What follows belongs to an exercise in optimizing a design on an open flow for small area; a production flow would make more cautious choices. Function was checked by simulation only, so behaviour that the tests miss may differ from the original. Power and IR drop assume default switching activity.

File: design/flow/config.mk
export PLATFORM = sky130hd
export DESIGN_NAME = fp_writeback
export DESIGN_NICKNAME = fp_writeback
export VERILOG_FILES = /design/flow/design.v
export SDC_FILE = /design/flow/constraint.sdc
export NUM_CORES = 4
export LEC_CHECK = 0
export CAP_MARGIN = 20
export CORE_MARGIN = 2
export CORE_UTILIZATION = 62
export CTS_BUF_LIST = sky130_fd_sc_hd__clkbuf_16
export CTS_CLUSTER_DIAMETER = 70
export CTS_CLUSTER_SIZE = 25
export PLACE_DENSITY = 0.75
export SLEW_MARGIN = 20
export SYNTH_HIERARCHICAL = 1
export SYNTH_MINIMUM_KEEP_SIZE = 0
File: design/flow/constraint.sdc
create_clock -name core_clock -period 8.0 [get_ports {i_clk}]
set_input_delay 1.6000 -clock core_clock [delete_from_list [all_inputs] [get_ports {i_clk}]]
set_output_delay 1.6000 -clock core_clock [all_outputs]
set_load 0.01 [all_outputs]
File: design/flow/design.v
package fp_writeback_pkg;
  localparam logic [1:0] STATUS_OK  = 2'b00;
  localparam logic [1:0] STATUS_EXC = 2'b10;
  localparam logic [1:0] STATUS_EOF = 2'b11;
endpackage
module fp_rf_aoi222 (
  input  logic a0, b0, a1, b1, a2, b2,
  output logic y
);
  assign y = ~((a0 & b0) | (a1 & b1) | (a2 & b2));
endmodule
module fp_rf_and3 (
  input  logic a, b, c,
  output logic y
);
  assign y = a & b & c;
endmodule
module fp_rf_and2 (
  input  logic a, b,
  output logic y
);
  assign y = a & b;
endmodule
module fp_rf_nand4 (
  input  logic a, b, c, d,
  output logic y
);
  assign y = ~(a & b & c & d);
endmodule
module fp_rf_nor2 (
  input  logic a, b,
  output logic y
);
  assign y = ~(a | b);
endmodule
module fp_rf_tail (
  input  logic q, n0, n1, a0, b0, a1, b1,
  output logic y
);
  assign y = ~(q & n0 & n1 & ~((a0 & b0) | (a1 & b1)));
endmodule
module fp_rf_rdbit (
  input  logic [31:0] i_sel,
  input  logic [31:0] i_bit,
  output logic        o_bit
);
  logic [9:0] w_n;
  logic [1:0] w_p;
  logic       w_q;
  for (genvar g = 0; g < 10; g++) begin : g_aoi
    fp_rf_aoi222 u_aoi (
      .a0 (i_sel[3*g]),   .b0 (i_bit[3*g]),
      .a1 (i_sel[3*g+1]), .b1 (i_bit[3*g+1]),
      .a2 (i_sel[3*g+2]), .b2 (i_bit[3*g+2]),
      .y  (w_n[g])
    );
  end
  fp_rf_nand4 u_p0 (.a(w_n[0]), .b(w_n[1]), .c(w_n[2]), .d(w_n[3]), .y(w_p[0]));
  fp_rf_nand4 u_p1 (.a(w_n[4]), .b(w_n[5]), .c(w_n[6]), .d(w_n[7]), .y(w_p[1]));
  fp_rf_nor2  u_q  (.a(w_p[0]), .b(w_p[1]), .y(w_q));
  fp_rf_tail  u_o  (
    .q  (w_q), .n0 (w_n[8]), .n1 (w_n[9]),
    .a0 (i_sel[30]), .b0 (i_bit[30]),
    .a1 (i_sel[31]), .b1 (i_bit[31]),
    .y  (o_bit)
  );
endmodule
module fp_writeback (
  input  logic        i_clk,
  input  logic        i_rst,
  input  logic        i_valid,
  output logic        o_ready,
  input  logic [31:0] i_result,
  input  logic        i_exception,
  input  logic [4:0]  i_rd,
  input  logic        i_eof,
  input  logic [4:0]  i_rs1_addr,
  input  logic [4:0]  i_rs2_addr,
  output logic [31:0] o_rs1_data,
  output logic [31:0] o_rs2_data,
  output logic        o_status_valid,
  output logic [1:0]  o_status,
  output logic        o_halt,
  output logic [15:0] o_retired
);
  logic [31:0] r_wdata;
  logic [4:0]  r_wrd;
  logic        r_we;
  logic        r_status_valid;
  logic [1:0]  r_status;
  logic        r_halt;
  logic [15:0] r_retired;
  logic        w_transfer;
  logic [31:0] r_mem [32];
  logic [31:0] r_valid;
  assign w_transfer = i_valid && !r_halt;
  always_ff @(posedge i_clk) begin
    r_wdata <= i_result;
    r_wrd   <= i_rd;
  end
  always_ff @(posedge i_clk) begin
    if (i_rst) begin
      r_we           <= 1'b0;
      r_status_valid <= 1'b0;
      r_status       <= fp_writeback_pkg::STATUS_OK;
      r_halt         <= 1'b0;
      r_retired      <= '0;
    end else begin
      r_we           <= w_transfer && !i_exception;
      r_status_valid <= w_transfer;
      if (w_transfer) begin
        r_status <= i_exception ? fp_writeback_pkg::STATUS_EXC :
                    i_eof       ? fp_writeback_pkg::STATUS_EOF : fp_writeback_pkg::STATUS_OK;
        if (i_exception || i_eof) r_halt <= 1'b1;
      end
      if (r_we && (r_retired != 16'hFFFF)) r_retired <= r_retired + 16'd1;
    end
  end
  logic [3:0] w_wlo, w_lo1, w_lo2;
  logic [7:0] w_whi, w_hi1, w_hi2;
  always_comb begin
    for (int k = 0; k < 4; k++) begin
      w_wlo[k] = (r_wrd[1:0] == 2'(k));
      w_lo1[k] = (i_rs1_addr[1:0] == 2'(k));
      w_lo2[k] = (i_rs2_addr[1:0] == 2'(k));
    end
    for (int k = 0; k < 8; k++) begin
      w_whi[k] = r_we && (r_wrd[4:2] == 3'(k));
      w_hi1[k] = (i_rs1_addr[4:2] == 3'(k));
      w_hi2[k] = (i_rs2_addr[4:2] == 3'(k));
    end
  end
  logic [31:0] w_we, w_sel1, w_sel2;
  for (genvar gi = 0; gi < 32; gi++) begin : g_row
    fp_rf_and2 u_we   (.a(w_wlo[gi % 4]), .b(w_whi[gi / 4]), .y(w_we[gi]));
    fp_rf_and3 u_sel1 (.a(r_valid[gi]), .b(w_lo1[gi % 4]), .c(w_hi1[gi / 4]), .y(w_sel1[gi]));
    fp_rf_and3 u_sel2 (.a(r_valid[gi]), .b(w_lo2[gi % 4]), .c(w_hi2[gi / 4]), .y(w_sel2[gi]));
    always_ff @(posedge i_clk) begin
      if (w_we[gi]) r_mem[gi] <= r_wdata;
    end
    always_ff @(posedge i_clk) begin
      if (i_rst) r_valid[gi] <= 1'b0;
      else if (w_we[gi]) r_valid[gi] <= 1'b1;
    end
  end
  for (genvar gb = 0; gb < 32; gb++) begin : g_rd
    logic [31:0] w_col;
    for (genvar gr = 0; gr < 32; gr++) begin : g_col
      assign w_col[gr] = r_mem[gr][gb];
    end
    fp_rf_rdbit u_rd1 (.i_sel(w_sel1), .i_bit(w_col), .o_bit(o_rs1_data[gb]));
    fp_rf_rdbit u_rd2 (.i_sel(w_sel2), .i_bit(w_col), .o_bit(o_rs2_data[gb]));
  end
  assign o_status_valid = r_status_valid && !i_rst;
  assign o_status       = r_status;
  assign o_halt         = r_halt;
  assign o_retired      = r_retired;
  assign o_ready        = !r_halt;
endmodule
File: design/flow/flow/run.sh
#!/bin/bash
# Layout flow: the standard ORFS flow (standard.sh), with two changes passed to ORFS
# through its own variables:
#  - the port buffers are buf_1 cells instead of the buffer buffer_ports picks by default;
#  - clock tree synthesis clusters sinks under clkbuf_8 buffers without dummy loads.
# make's full output goes to standard.log here; ORFS writes each step's log under orfs/logs.
set -euo pipefail
export BUFFER_PORTS_ARGS="-buffer_cell sky130_fd_sc_hd__buf_1"
export CTS_ARGS="-sink_clustering_enable -repair_clock_nets -dont_use_dummy_load -buf_list sky130_fd_sc_hd__clkbuf_8 -sink_clustering_size 18 -sink_clustering_max_diameter 80"
bash standard.sh > standard.log 2>&1
File: design/flow/standard.sh
#!/bin/bash
# synth_recipe.tcl (not shown) runs the flow's synth.tcl, then flattens the netlist and writes it again
# the make line also repeats each setting of config.mk as NAME=value (left out here)
make -C /OpenROAD-flow-scripts/flow DESIGN_CONFIG=/design/flow/config.mk WORK_HOME=/design/flow/orfs CLKGATE_MAP_FILE= SYNTH_SCRIPT=/design/flow/synth_recipe.tcl "${@:-finish}"
==> results.json, run 1 <==
{
  "status": "finished clean",
  "routedWlPerCell_microns": 41.8,
  "yosys_warnings": 8,
  "clkTransAtPathRegs_ns": 0.11,
  "dieArea_sq_um": 70700,
  "port_buffers": 136,
  "tritoncts": "built",
  "clkPwrFrac_pct": 27.7,
  "synthArstFlopShare_pct": 0,
  "drtIter0Drc": 9303,
  "period_share_pct": 79.6,
  "power.switching_w": 0.00183,
  "skew_ns": 0.0795,
  "io_pins": 137,
  "synth.net_count": 2423,
  "synth_flop_cell": "edfxtp_1",
  "rsz0062_at_grt": "false",
  "synthCells": 2370,
  "start_util_pct": 63.0,
  "clock_latency_ns": 0.73,
  "post-synth-top-count-cell": "edfxtp_1",
  "crit_path_max_fanout": 17,
  "stdcell_count": 3519,
  "grt.total_usage_pct": 40.9,
  "comb_power_share_pct": 0.7,
  "yosysUniqueCellTypes": 36,
  "crit_arrival_ns": 4.77,
  "antenna_found_initial": 2,
  "cts_hold_buf": 0,
  "cts_setup_buffers": 0,
  "tns_ns": 0,
  "nets": 2700,
  "power.leakage_nw": 13.8,
  "power_per_cell_area_nw_per_um2": 197,
  "worst_pin_slew_ns": 1.27,
  "netlist_top_cells_area": "edfxtp_1 (72%), a222oi_1 (15%), dfxtp_1 (4.2%)",
  "cts_root_buf": "clkbuf_8",
  "min_period_ns": 6.37,
  "required_ns": 6.40,
  "antenna_left": 0,
  "grt_pass1_vias": 30100,
  "setup_viol": 0,
  "post-route-drc-count": 0,
  "core_sq_um": 67500,
  "avgSynthCellArea_sq_um": 17.9,
  "max-slew-margin-rel_pct": 15.2,
  "clock_sinks": 1114,
  "max_freq_mhz": 157,
  "yosysTopAreaCellShare_pct": 72.3,
  "hp-class": "reg -> reg",
  "hold_viol_final": 0,
  "yosysSeqAreaShare_pct": 76.6,
  "grt_max_degree": 55,
  "power_frac_seq_pct": 71.6,
  "synth-edff-count": 1024,
  "numCtsBuffers": 72,
  "p_int_w": 0.00720,
  "yosys-top-cells-count": "edfxtp_1 (1,024), a222oi_1 (640), nand4_1 (196)",
  "path_class": "in -> out",
  "hpwl_microns": 83900,
  "dr.pass1.iters": 14,
  "start_kind": "primary input",
  "grt_pass1_wl_microns": 205000,
  "die_h_microns": 266,
  "drt-vias-per-instance": 8.86,
  "dp_cells": 3445,
  "netlist_area_sq_um": 42500,
  "switching_share_pct": 20.3,
  "vias": 31200,
  "routed_wl_microns": 147000,
  "n_fill_cell": 4443,
  "std_cell_rows": 95,
  "syn2layout_area_growth_pct": 7.69,
  "synth_top_cell_by_area": "edfxtp_1",
  "ir_drop_mv": 0.147,
  "clockBufferDepth": 3,
  "report.final.slew_viol_count": 0,
  "drive_above_1_share_pct": 8.70,
  "grt.overflow.total": 0,
  "place.gp.congestion": 0.954,
  "cts_resized": 0,
  "end_kind": "output port",
  "drv_cap": 0,
  "ys_ff_latch": 1114,
  "die_w_microns": 266,
  "cts_max_level": 3
}
## kinds of logic after synthesis
kind of cell	share of synthesized area, %
AOI/OAI and AO/OA	16.6
xor gates and xnor gates	0.0412
adders and majority gates	0.0294
buffers and inverters	0.0913
DFF	76.6
muxes	0.0471
and+or+nand+nor	6.63
## cell type report
type	count	area, sq um	area share (%)
diodes	1	2.50	0.00547
clock buffers	72	991	2.16
inverters	2	7.51	0.0164
multi-input cells	1246	10000	21.9
flip-flops and latches	1114	32600	71.2
well taps	873	1090	2.39
repair buffers	211	1090	2.38
## Yosys stat by module (local to each module, per instance), a selection
module,area [sq um],cells
fp_rf_and2,6.26,1
fp_rf_and3,6.26,1
fp_rf_aoi222,10.0,1
fp_rf_nand4,6.26,1
fp_rf_nor2,3.75,1
fp_rf_tail,13.8,2
fp_writeback,33600,1314
## stage by stage
stage	worst slack [ns]	hold WS, ns	power, W	util, %	instance area, sq um
final	1.63	0.499	0.00903	67.8	45800
after global routing	1.63	0.527	0.00919	67.8	45800
after CTS	1.84	0.502	0.00900	67.7	45700
after detailed placement	1.84	0.478	0.00664	66.2	44700
after global placement	1.84	0.458	0.00663	66.2	44700
after floorplan	3.35	0.447	0.00657	-	42500
## metal layers
layer  wire, microns  vias to the layer above  share of wire, %  GRT usage [%]
met5              12                        -            0.0082              0
met4            8880                        2               6.0           22.0
met3           29200                      573                20           14.7
met2           63400                     3641                43           59.3
met1           45600                    15000                31           54.7
li1                -                    11900                 -              -
## registers in the layout, indices dropped and copies added, names as in the netlist, 2 cells and up
signal	flops
r_mem	1024
r_retired	16
r_status	2
r_valid	32
r_wdata	32
r_wrd	5
## power by group through the flow
stage / Sequential [W] / Combinational (W) / Clock (W)
2_1_floorplan: 0.00654 / 0.0000237 / 0
3_3_place_gp: 0.00658 / 0.0000546 / 0
3_5_place_dp: 0.00659 / 0.0000563 / 0
4_1_cts: 0.00646 / 0.0000566 / 0.00249
5_1_grt: 0.00647 / 0.0000621 / 0.00267
6_report: 0.00646 / 0.0000595 / 0.00250
## path summary, 6_finish.rpt
| check | startpoint | end | slack [ns] | cells past startpoint |
|---|---|---|---|---|
| setup reg to reg | r_wrd[0]$_DFF_P_ | r_mem[29][22]$_DFFE_PP_ | 5.40 | 3 |
| hold / removal | r_status[1]$_SDFFE_PP0P_ | r_status[1]$_SDFFE_PP0P_ | 0.50 | 2 |
| setup / recovery | i_rs1_addr[2] | o_rs1_data[20] | 1.63 | 9 |
| hold reg to reg | r_status[1]$_SDFFE_PP0P_ | r_status[1]$_SDFFE_PP0P_ | 0.50 | 2 |
## critical path, cell delays in order
cell and delay [ns]:
buf_1 0.36, nor3b_1 0.49, and3_1 0.95, buf_4 0.46, a222oi_1 0.16, nand4_1 0.31, nor2_1 0.07, nand4_1 0.16
buf_1 0.18
## layout by cell type (no fill, tap or decap), types with 25 or more instances in the layout
| master | n |
|---|---|
| dfxtp_1 | 60 |
| buf_4 | 74 |
| and2_2 | 25 |
| and3_1 | 51 |
| a222oi_1 | 640 |
| edfxtp_1 | 1024 |
| buf_1 | 135 |
| clkbuf_8 | 72 |
| nor2_1 | 150 |
| a22oi_1 | 64 |
| dfxtp_2 | 30 |
| nand4_1 | 196 |
==> inputs of run 2 (changes only) <==
--- a/design/flow/design.v
+++ b/design/flow/design.v
@@ -10,2 +10,8 @@
   assign y = ~((a0 & b0) | (a1 & b1) | (a2 & b2));
+endmodule
+module fp_rf_ao22 (
+  input  logic a0, b0, a1, b1,
+  output logic y
+);
+  assign y = (a0 & b0) | (a1 & b1);
 endmodule
@@ -29,3 +35,3 @@
 endmodule
-module fp_rf_nor2 (
+module fp_rf_nand2 (
   input  logic a, b,
@@ -33,9 +39,9 @@
 );
-  assign y = ~(a | b);
+  assign y = ~(a & b);
 endmodule
-module fp_rf_tail (
-  input  logic q, n0, n1, a0, b0, a1, b1,
+module fp_rf_or4 (
+  input  logic a, b, c, d,
   output logic y
 );
-  assign y = ~(q & n0 & n1 & ~((a0 & b0) | (a1 & b1)));
+  assign y = a | b | c | d;
 endmodule
@@ -47,4 +53,3 @@
   logic [9:0] w_n;
-  logic [1:0] w_p;
-  logic       w_q;
+  logic [3:0] w_p;
   for (genvar g = 0; g < 10; g++) begin : g_aoi
@@ -59,9 +64,9 @@
   fp_rf_nand4 u_p1 (.a(w_n[4]), .b(w_n[5]), .c(w_n[6]), .d(w_n[7]), .y(w_p[1]));
-  fp_rf_nor2  u_q  (.a(w_p[0]), .b(w_p[1]), .y(w_q));
-  fp_rf_tail  u_o  (
-    .q  (w_q), .n0 (w_n[8]), .n1 (w_n[9]),
+  fp_rf_nand2 u_p2 (.a(w_n[8]), .b(w_n[9]), .y(w_p[2]));
+  fp_rf_ao22  u_p3 (
     .a0 (i_sel[30]), .b0 (i_bit[30]),
     .a1 (i_sel[31]), .b1 (i_bit[31]),
-    .y  (o_bit)
+    .y  (w_p[3])
   );
+  fp_rf_or4   u_o  (.a(w_p[0]), .b(w_p[1]), .c(w_p[2]), .d(w_p[3]), .y(o_bit));
 endmodule
--- a/design/flow/flow/run.sh
+++ b/design/flow/flow/run.sh
@@ -8,3 +8,3 @@
 export BUFFER_PORTS_ARGS="-buffer_cell sky130_fd_sc_hd__buf_1"
-export CTS_ARGS="-sink_clustering_enable -repair_clock_nets -dont_use_dummy_load -buf_list sky130_fd_sc_hd__clkbuf_8 -sink_clustering_size 18 -sink_clustering_max_diameter 80"
+export CTS_ARGS="-sink_clustering_enable -repair_clock_nets -dont_use_dummy_load -buf_list sky130_fd_sc_hd__clkbuf_8 -sink_clustering_size 18 -sink_clustering_max_diameter 90"
 bash standard.sh > standard.log 2>&1
--- a/design/flow/config.mk
+++ b/design/flow/config.mk
@@ -9,3 +9,3 @@
 export CORE_MARGIN = 2
-export CORE_UTILIZATION = 62
+export CORE_UTILIZATION = 50
 export CTS_BUF_LIST = sky130_fd_sc_hd__clkbuf_16
@@ -13,3 +13,2 @@
 export CTS_CLUSTER_SIZE = 25
-export PLACE_DENSITY = 0.75
 export SLEW_MARGIN = 20
==> results.json, run 2 <==
{
  "cts_resized": 0,
  "post-synth-top-count-cell": "edfxtp_1",
  "synth_flop_cell": "edfxtp_1",
  "grt_pass1_vias": 29200,
  "setup_viol": 0,
  "crit_arrival_ns": 4.63,
  "die_h_microns": 296,
  "yosysTopAreaCellShare_pct": 72.1,
  "drv_cap": 0,
  "synth-edff-count": 1024,
  "cts_max_level": 3,
  "crit_family": "simple AND/OR/NAND/NOR gates",
  "yosysUniqueCellTypes": 36,
  "tritoncts": "built",
  "clock_sinks": 1114,
  "clkTransAtPathRegs_ns": 0.11,
  "p_total_w": 0.00904,
  "max-slew-margin-rel_pct": 20.8,
  "power.leakage_nw": 14.5,
  "report.final.slew_viol_count": 0,
  "start_util_pct": 50.3,
  "die_w_microns": 296,
  "n_fill_cell": 6833,
  "synthCells": 2370,
  "status": "finished clean",
  "reg.largest.list": "r_mem (1024), r_valid (32), r_wdata (32)",
  "post-route-drc-count": 0,
  "skew_ns": 0.0490,
  "antenna_found_initial": 2,
  "tns_ns": 0,
  "nets": 2702,
  "regArea_sq_um": 32600,
  "synthArstFlopShare_pct": 0,
  "rsz0062_at_grt": "false",
  "hp-class": "reg -> reg",
  "mostFrequentLayoutCells": "edfxtp_1 (1,024), a222oi_1 (640), buf_1 (135), nand4_1 (132), nor2_1 (86)",
  "io_pins": 137,
  "final_common_cell": "edfxtp_1",
  "grt_pass1_wl_microns": 207000,
  "period_share_pct": 77.9,
  "dieArea_sq_um": 87700,
  "largest_reg_flops": 1024,
  "core_sq_um": 84900,
  "yosys-top-cells-count": "edfxtp_1 (1,024), a222oi_1 (640), nand4_1 (132)",
  "end_kind": "output port",
  "syn2layout_area_growth_pct": 8.42,
  "worst_hold_path.num_cells": 2,
  "port_buffers": 136,
  "max_freq_mhz": 161,
  "crit_top_cell": "buf_1",
  "hpwl_microns": 83600,
  "start_kind": "primary input",
  "synth.net_count": 2423,
  "std_cell_rows": 107,
  "min_period_ns": 6.23,
  "routed_wl_microns": 149000,
  "routedWlPerCell_microns": 39.3,
  "yosys_warnings": 8,
  "holdPathEnd": "r_valid[9]$_SDFFE_PP0P_",
  "r2r_setup_slack_ns": 5.41,
  "avgSynthCellArea_sq_um": 18.0,
  "crit_path_max_fanout": 15,
  "worstRegToRegCells": 3,
  "required_ns": 6.40,
  "grt.total_usage_pct": 33.3,
  "hold_viol_final": 0,
  "clockBufferDepth": 3,
  "antenna_left": 0,
  "drt-vias-per-instance": 7.91,
  "cts_setup_buffers": 0,
  "regMostFlops": "r_mem",
  "grt_max_degree": 55,
  "multi_input_area_sq_um": 10200,
  "drtIter0Drc": 7401,
  "dr.pass1.iters": 14,
  "netlist_top_cells_area": "edfxtp_1 (72%), a222oi_1 (15%), dfxtp_1 (4.2%)",
  "slowest_delay_ns": 0.61,
  "vias": 30000,
  "drive_above_1_share_pct": 8.46,
  "cts_hold_buf": 0,
  "netlist_area_sq_um": 42700,
  "path_buf_inv": 3,
  "power_per_cell_area_nw_per_um2": 195,
  "rr_startpoint": "r_we$_SDFF_PP0_",
  "worstHoldStart": "r_valid[9]$_SDFFE_PP0P_",
  "place.gp.congestion": 0.912,
  "cp_slowest_cell": "or4_1",
  "yosysSeqAreaShare_pct": 76.3,
  "cts_root_buf": "clkbuf_8",
  "clock_latency_ns": 0.73,
  "r2r-end": "r_mem[17][18]$_DFFE_PP_",
  "crit_chain": "buf_1, nor3b_1, and3_1, buf_4, a222oi_1, nand4_1, or4_1, buf_1",
  "grt.overflow.total": 0,
  "ir_drop_mv": 0.142,
  "numCtsBuffers": 71,
  "synth_top_cell_by_area": "edfxtp_1",
  "worst_pin_slew_ns": 1.19,
  "ys_ff_latch": 1114,
  "path_class": "in -> out"
}
run 2: cell types whose count changed after synthesis, sizes merged:
cell / change
a22oi: -64
or4: +64
nand2: +64
nand4: -64
a22o: +64
nor2: -64
run 2: layer usage:
metal / routed length [microns] / vias up / global-route usage [%] / share of wire (%)
met2: 66800 / 2584 / 50.8 / 45
li1: - / 11900 / - / -
met5: 68 / - / 0.554 / 0.046
met4: 8900 / 2 / 16.9 / 6.0
met3: 20500 / 372 / 8.17 / 14
met1: 52900 / 15100 / 44.5 / 35
run 2: area by class of cell:
class / count / share of cell area (%)
timing repair buffer: 214 / 2.40
inverter: 2 / 0.0162
sequential: 1114 / 70.4
clock buffer: 71 / 2.11
multi-input combinational: 1246 / 22.0
antenna: 2 / 0.0108
tap: 1144 / 3.09
run 2: logic make-up after synthesis:
| group | after synthesis | synth area share [%] |
|---|---|---|
| flops | 1114 | 76.3 |
| compound gates | 731 | 16.7 |
| simple gates | 510 | 6.79 |
| buf+inv | 10 | 0.0909 |
| xor+xnor | 2 | 0.0411 |
| mux | 2 | 0.0469 |
| fa+ha+maj | 1 | 0.0293 |
run 2: how the worst max path moves through the flow:
stage	from	end	slack [ns]	depth (start not counted)
finish	i_rs2_addr[4]	o_rs2_data[25]	1.77	8
floorplan	i_rs2_addr[4]	o_rs2_data[0]	3.11	5
global route	i_rs1_addr[2]	o_rs1_data[13]	1.76	8
detailed placement	i_rs2_addr[4]	o_rs2_data[16]	1.89	8
CTS	i_rs2_addr[0]	o_rs2_data[13]	1.88	7
global placement	i_rs2_addr[3]	o_rs2_data[25]	1.93	8
run 2: per-stage QoR:
stage          utilization (%)  instance area, sq um  hold slack (ns)  std cells  setup WS (ns)
2_1_floorplan                -                 42700            0.447       2370           3.11
3_3_place_gp              53.3                 45200            0.456       3719           1.93
3_5_place_dp              53.3                 45200            0.478       3719           1.89
4_1_cts                   54.4                 46200            0.503       3790           1.88
5_1_grt                   54.5                 46300            0.518       3792           1.76
6_report                  54.5                 46300            0.498       3793           1.77
run 2: worst reg2reg max path, cell delays in order (launching register included):
cell	delay, ns
dfxtp_1	0.53
nand2b_1	0.17
nor2_1	0.41
and2_2	1.01
run 2: modules after synthesis, one instance, submodules excluded, excerpt:
module	times used	area (sq um)	flip-flops and latches	cells inside
fp_writeback	1	33600	1114	1314
fp_rf_aoi222	640	10.0	0	1
fp_rf_ao22	64	8.76	0	1
fp_rf_or4	64	7.51	0	1
fp_rf_and2	32	6.26	0	1
fp_rf_and3	64	6.26	0	1
fp_rf_nand4	128	6.26	0	1
fp_rf_nand2	64	3.75	0	1
run 2: where the power goes:
part	internal, W	switching [W]
registers	0.00636	0.0000669
logic	0.0000187	0.0000706
clock network	0.000804	0.00171

-- static timing again, ports no longer ideal --
The flow's constraints put no driver on any port. The routed layouts listed below were extracted and timed again, unchanged, in two steps. Step 1: set_driving_cell puts a clkbuf_16 on i_clk and a buf_2 on each other input, an assumption about the parent block. Step 2 moves the port delays by t, midway between the first and last clock arrival at a register: inputs arrive t later, outputs are due t later. That takes back most of the time a late clock gives input paths. Three values: ideal, step 1, step 2; two values: the first two.
run | shift t [ns] | slack for setup (ns) | clock arrival spread, ns | worst data-port slew with drivers (ns)
run 1 | 0.758 | 1.633 / 1.605 / 1.605 | 0.080 / 0.080 | 0.05
run 2 | 0.776 | 1.770 / 1.736 / 1.736 | 0.050 / 0.049 | 0.06
After both steps every run listed still meets setup and hold. The setup slack of run 2, which loses most, moves by -0.034 ns with the drivers and by -0.034 ns with both steps.
